From an optimization exercise on the open Yosys and OpenROAD flow, aimed at small area, a short achievable clock period and few clock cycles per item; shortcuts taken in it are not production practice.
The RTL was checked by simulation tests, not by an equivalence proof against the original design.

==> branch lagoon: inputs <==
Design unordered_value_table_unit, start of the top module:
module unordered_value_table_unit #(
    parameter int DEPTH = 16
) (
    input  logic                aclk,
    input  logic                aresetn,
    input  logic                s_tvalid,
    output logic                s_tready,
    input  logic [uvt_pkg::InDataW-1:0]  s_tdata,
    output logic                m_tvalid,
    input  logic                m_tready,
    output logic [uvt_pkg::OutDataW-1:0] m_tdata
);
==> module unordered_value_table_unit, before the edit <==
module unordered_value_table_unit #(
    parameter int DEPTH = 16
) (
    input  logic                aclk,
    input  logic                aresetn,
    input  logic                s_tvalid,
    output logic                s_tready,
    input  logic [uvt_pkg::InDataW-1:0]  s_tdata,
    output logic                m_tvalid,
    input  logic                m_tready,
    output logic [uvt_pkg::OutDataW-1:0] m_tdata
);
    localparam int AW = $clog2(DEPTH);
    localparam int CW = $clog2(DEPTH + 1);
    localparam int RW = StatusW + FoundW + CountW;
    logic              req_valid;
    logic [CmdW-1:0]   req_cmd;
    logic [ValueW-1:0] req_val;
    logic              s_tready_reg;
    logic [CW-1:0]     cnt_reg;
    logic [DEPTH-1:0]  occ;
    logic [1:0]        q_n;
    logic [RW-1:0]     q_head;
    logic [RW-1:0]     q_tail;
    logic              accept;
    logic              fire;
    logic              pop;
    assign accept = s_tvalid && s_tready_reg;
    assign fire   = req_valid && !q_n[1];
    assign pop    = q_n != 2'd0 && m_tready;
    assign s_tready = s_tready_reg;
    assign m_tvalid = q_n != 2'd0;
    assign m_tdata  = {{(OutDataW-RW){1'b0}}, q_head};
    logic              is_app, is_pop, is_loc, is_rem;
    logic [DEPTH-1:0]  eq;
    logic [DEPTH-1:0]  hit;
    logic [DEPTH-1:0]  first;
    logic [DEPTH-1:0]  app_sel;
    logic [DEPTH-1:0]  last_sel;
    logic [DEPTH-1:0]  we;
    logic [ValueW-1:0] last_val;
    logic [ValueW-1:0] wdata;
    logic              any_hit;
    logic [AW-1:0]     fidx;
    logic              empty, full;
    logic              grow, shrink;
    logic [CW-1:0]     cnt_next;
    logic [DEPTH-1:0]  occ_next;
    logic [StatusW-1:0] stat;
    logic [RW-1:0]     res;
    assign is_app = req_cmd == CMD_APPEND;
    assign is_pop = req_cmd == CMD_POP;
    assign is_loc = req_cmd == CMD_LOCATE;
    assign is_rem = req_cmd == CMD_REMOVE;
    assign empty  = !occ[0];
    assign full   = occ[DEPTH-1];
    always_comb begin
        hit = eq & occ;
        first = '0;
        fidx = '0;
        for (int j = DEPTH - 1; j >= 0; j--) begin
            if (hit[j]) begin
                first = '0;
                first[j] = 1'b1;
                fidx = AW'(j);
            end
        end
        any_hit = |hit;
        for (int j = 0; j < DEPTH; j++) begin
            app_sel[j]  = !occ[j] && (j == 0 || occ[j == 0 ? 0 : j - 1]);
            last_sel[j] = occ[j] && (j == DEPTH - 1 || !occ[j == DEPTH - 1 ? j : j + 1]);
        end
    end
    assign wdata = is_rem ? last_val : req_val;
    assign we    = fire ? (is_app ? app_sel : is_rem ? first : '0) : '0;
    assign grow   = is_app && !full;
    assign shrink = (is_pop && !empty) || (is_rem && any_hit);
    always_comb begin
        cnt_next = cnt_reg;
        occ_next = occ;
        if (grow) begin
            cnt_next = cnt_reg + CW'(1);
            occ_next = {occ[DEPTH-2:0], 1'b1};
        end else if (shrink) begin
            cnt_next = cnt_reg - CW'(1);
            occ_next = {1'b0, occ[DEPTH-1:1]};
        end
    end
    always_comb begin
        if (is_app) stat = full ? STAT_FULL : STAT_OK;
        else if (empty) stat = STAT_EMPTY;
        else if (is_pop || any_hit) stat = STAT_OK;
        else stat = STAT_NOT_FOUND;
    end
    assign res = {cnt_next, (is_loc || is_rem) ? fidx : AW'(0), stat};
    uvt_ram #(
        .WIDTH(ValueW),
        .DEPTH(DEPTH)
    ) u_entries (
        .aclk  (aclk),
        .we    (we),
        .wdata (wdata),
        .lsel  (last_sel),
        .key   (req_val),
        .eq    (eq),
        .rdata (last_val)
    );
    always_ff @(posedge aclk) begin
        if (!aresetn) begin
            req_valid    <= 1'b0;
            s_tready_reg <= 1'b1;
            cnt_reg      <= '0;
            occ          <= '0;
            q_n          <= 2'd0;
        end else begin
            req_valid    <= accept || (req_valid && !fire);
            s_tready_reg <= !(accept || (req_valid && !fire)) ||
                            (q_n - 2'(pop) + 2'(fire)) != 2'd2;
            if (fire) begin
                cnt_reg <= cnt_next;
                occ     <= occ_next;
            end
            q_n <= q_n - 2'(pop) + 2'(fire);
        end
    end
    always_ff @(posedge aclk) begin
        if (accept) begin
            req_cmd <= s_tdata[CmdW-1:0];
            req_val <= s_tdata[CmdW+ValueW-1:CmdW];
        end
        if (q_n == 2'd0 || (q_n == 2'd1 && pop)) begin
            if (fire) q_head <= res;
        end else if (q_n == 2'd2 && pop) begin
            q_head <= q_tail;
        end
        if (fire && q_n == 2'd1 && !pop) q_tail <= res;
    end
endmodule
make LEC_CHECK=0 CAP_MARGIN=20 CORE_MARGIN=2 CORE_UTILIZATION=40 PLACE_DENSITY=0.6 SLEW_MARGIN=20 finish   # period 5.0 ns
run.sh (not shown) runs the stock make flow with config.mk's settings and CLKGATE_MAP_FILE= SYNTH_SCRIPT=/design/flow/synth_recipe.tcl, a recipe that flattens the netlist after the stock synthesis.
==> inputs of branch maple, as changes to branch lagoon <==
--- a/flow/design.v
+++ b/flow/design.v
@@ -72,8 +72,12 @@
     localparam int RW = StatusW + FoundW + CountW;
-    logic              req_valid;
-    logic [CmdW-1:0]   req_cmd;
-    logic [ValueW-1:0] req_val;
     logic              s_tready_reg;
+    logic              e_valid;
+    logic [CmdW-1:0]   e_cmd;
+    logic [ValueW-1:0] e_val;
+    logic [DEPTH-1:0]  e_eq;
+    logic [DEPTH-1:0]  e_fix_sel;    
+    logic              e_fix_val;    
     logic [CW-1:0]     cnt_reg;
     logic [DEPTH-1:0]  occ;
+    logic [DEPTH-1:0]  last_sel;
     logic [1:0]        q_n;
@@ -84,5 +88,9 @@
     logic              pop;
+    logic [1:0]        q_n_next;
+    logic              e_valid_next;
     assign accept = s_tvalid && s_tready_reg;
-    assign fire   = req_valid && !q_n[1];
+    assign fire   = e_valid && !q_n[1];
     assign pop    = q_n != 2'd0 && m_tready;
+    assign q_n_next     = q_n - 2'(pop) + 2'(fire);
+    assign e_valid_next = accept || (e_valid && !fire);
     assign s_tready = s_tready_reg;
@@ -90,2 +98,10 @@
     assign m_tdata  = {{(OutDataW-RW){1'b0}}, q_head};
+    logic [CmdW-1:0]   s_cmd;
+    logic [ValueW-1:0] s_val;
+    logic [DEPTH-1:0]  c_eq;
+    logic              c_fix_eq;
+    logic [ValueW-1:0] last_val;
+    assign s_cmd     = s_tdata[CmdW-1:0];
+    assign s_val     = s_tdata[CmdW+ValueW-1:CmdW];
+    assign c_fix_eq  = s_val == wdata;
     logic              is_app, is_pop, is_loc, is_rem;
@@ -95,5 +111,3 @@
     logic [DEPTH-1:0]  app_sel;
-    logic [DEPTH-1:0]  last_sel;
     logic [DEPTH-1:0]  we;
-    logic [ValueW-1:0] last_val;
     logic [ValueW-1:0] wdata;
@@ -105,8 +119,9 @@
     logic [DEPTH-1:0]  occ_next;
+    logic [DEPTH-1:0]  last_next;
     logic [StatusW-1:0] stat;
     logic [RW-1:0]     res;
-    assign is_app = req_cmd == CMD_APPEND;
-    assign is_pop = req_cmd == CMD_POP;
-    assign is_loc = req_cmd == CMD_LOCATE;
-    assign is_rem = req_cmd == CMD_REMOVE;
+    assign is_app = e_cmd == CMD_APPEND;
+    assign is_pop = e_cmd == CMD_POP;
+    assign is_loc = e_cmd == CMD_LOCATE;
+    assign is_rem = e_cmd == CMD_REMOVE;
     assign empty  = !occ[0];
@@ -114,2 +129,3 @@
     always_comb begin
+        eq = (e_eq & ~e_fix_sel) | (e_fix_sel & {DEPTH{e_fix_val}});
         hit = eq & occ;
@@ -125,8 +141,5 @@
         any_hit = |hit;
-        for (int j = 0; j < DEPTH; j++) begin
-            app_sel[j]  = !occ[j] && (j == 0 || occ[j == 0 ? 0 : j - 1]);
-            last_sel[j] = occ[j] && (j == DEPTH - 1 || !occ[j == DEPTH - 1 ? j : j + 1]);
-        end
-    end
-    assign wdata = is_rem ? last_val : req_val;
+        app_sel = {last_sel[DEPTH-2:0], empty};
+    end
+    assign wdata = is_rem ? last_val : e_val;
     assign we    = fire ? (is_app ? app_sel : is_rem ? first : '0) : '0;
@@ -135,10 +148,13 @@
     always_comb begin
-        cnt_next = cnt_reg;
-        occ_next = occ;
+        cnt_next  = cnt_reg;
+        occ_next  = occ;
+        last_next = last_sel;
         if (grow) begin
-            cnt_next = cnt_reg + CW'(1);
-            occ_next = {occ[DEPTH-2:0], 1'b1};
+            cnt_next  = cnt_reg + CW'(1);
+            occ_next  = {occ[DEPTH-2:0], 1'b1};
+            last_next = app_sel;
         end else if (shrink) begin
-            cnt_next = cnt_reg - CW'(1);
-            occ_next = {1'b0, occ[DEPTH-1:1]};
+            cnt_next  = cnt_reg - CW'(1);
+            occ_next  = {1'b0, occ[DEPTH-1:1]};
+            last_next = {1'b0, last_sel[DEPTH-1:1]};
         end
@@ -160,4 +176,4 @@
         .lsel  (last_sel),
-        .key   (req_val),
-        .eq    (eq),
+        .key   (s_val),
+        .eq    (c_eq),
         .rdata (last_val)
@@ -166,3 +182,3 @@
         if (!aresetn) begin
-            req_valid    <= 1'b0;
+            e_valid      <= 1'b0;
             s_tready_reg <= 1'b1;
@@ -170,12 +186,13 @@
             occ          <= '0;
+            last_sel     <= '0;
             q_n          <= 2'd0;
         end else begin
-            req_valid    <= accept || (req_valid && !fire);
-            s_tready_reg <= !(accept || (req_valid && !fire)) ||
-                            (q_n - 2'(pop) + 2'(fire)) != 2'd2;
+            e_valid      <= e_valid_next;
+            s_tready_reg <= !e_valid_next || !q_n_next[1];
             if (fire) begin
-                cnt_reg <= cnt_next;
-                occ     <= occ_next;
+                cnt_reg  <= cnt_next;
+                occ      <= occ_next;
+                last_sel <= last_next;
             end
-            q_n <= q_n - 2'(pop) + 2'(fire);
+            q_n <= q_n_next;
         end
@@ -184,4 +201,7 @@
         if (accept) begin
-            req_cmd <= s_tdata[CmdW-1:0];
-            req_val <= s_tdata[CmdW+ValueW-1:CmdW];
+            e_cmd     <= s_cmd;
+            e_val     <= s_val;
+            e_eq      <= c_eq;
+            e_fix_sel <= we;
+            e_fix_val <= c_fix_eq;
         end
Settings changed: SETUP_SLACK_MARGIN set to 2.0.
==> results.txt <==
Run status: branch lagoon no timing/DRC/antenna violations; branch maple no timing/DRC/antenna violations
Die H: branch lagoon 272 um; branch maple 281 um
Final-layout worst hold slack: branch lagoon 528 ps; branch maple 525 ps
Met1 routing resource usage after global routing: branch lagoon 42.1%; branch maple 47.2%
Largest fanout of any net on the critical path: branch lagoon 17; branch maple 18
Number of sequential storage elements: branch lagoon 593; branch maple 642
Flip-flop and latch area: branch lagoon 0.0176 mm^2; branch maple 0.0189 mm^2
Die area: branch lagoon 0.0738 mm^2; branch maple 0.0788 mm^2
Required @ worst endpoint: branch lagoon 5300 ps; branch maple 5380 ps
Critical path buffer and inverter count: branch lagoon 1; branch maple 2
Cell with the largest stage delay on the worst path: branch lagoon sky130_fd_sc_hd__o21ai_4; branch maple sky130_fd_sc_hd__clkdlybuf4s50_1
Met2 usage in global routing: branch lagoon 46.8%; branch maple 52.5%
Clock latency at the later pin of the worst-skew pair: branch lagoon 610 ps; branch maple 630 ps
Testbench counts of branch lagoon, summed over its fixed seeds: cycles 12,016, items 12,000.
Testbench counts of branch maple, summed over its fixed seeds: cycles 12,016, items 12,000.

## afterwards: timing with drivers on the ports
How much do the figures lean on ideal ports? The routed layouts below were timed once more, with nothing changed but the port constraints. Step 1 sets driving cells, clkbuf_16 on the clock port and buf_2 on the other inputs (assumed; they add their load-dependent delay and slew). Step 2 times the ports against the registers' clock, not the clock port: input delays grow and output delays shrink by t, the midpoint of the rising clock arrivals with the driver on. Three values: no drivers, after step 1, after step 2; two values: the first two.
run | t (ns) | setup slack, ns | worst hold slack (ns) | slew at the worst register clock pin (ns) | worst data-port slew with drivers (ns)
branch lagoon | 0.663 | 0.278 / 0.278 / 0.278 | 0.528 / 0.528 / 0.528 | 0.07 / 0.07 | 0.04
branch maple | 0.694 | 1.872 / 1.902 / 1.219 | 0.525 / 0.525 / 0.525 | 0.07 / 0.07 | 0.06
After both steps every run listed still meets setup and hold. For branch maple, which loses most, drivers alone change the setup slack by +0.030 ns; drivers and shift together by -0.653 ns.
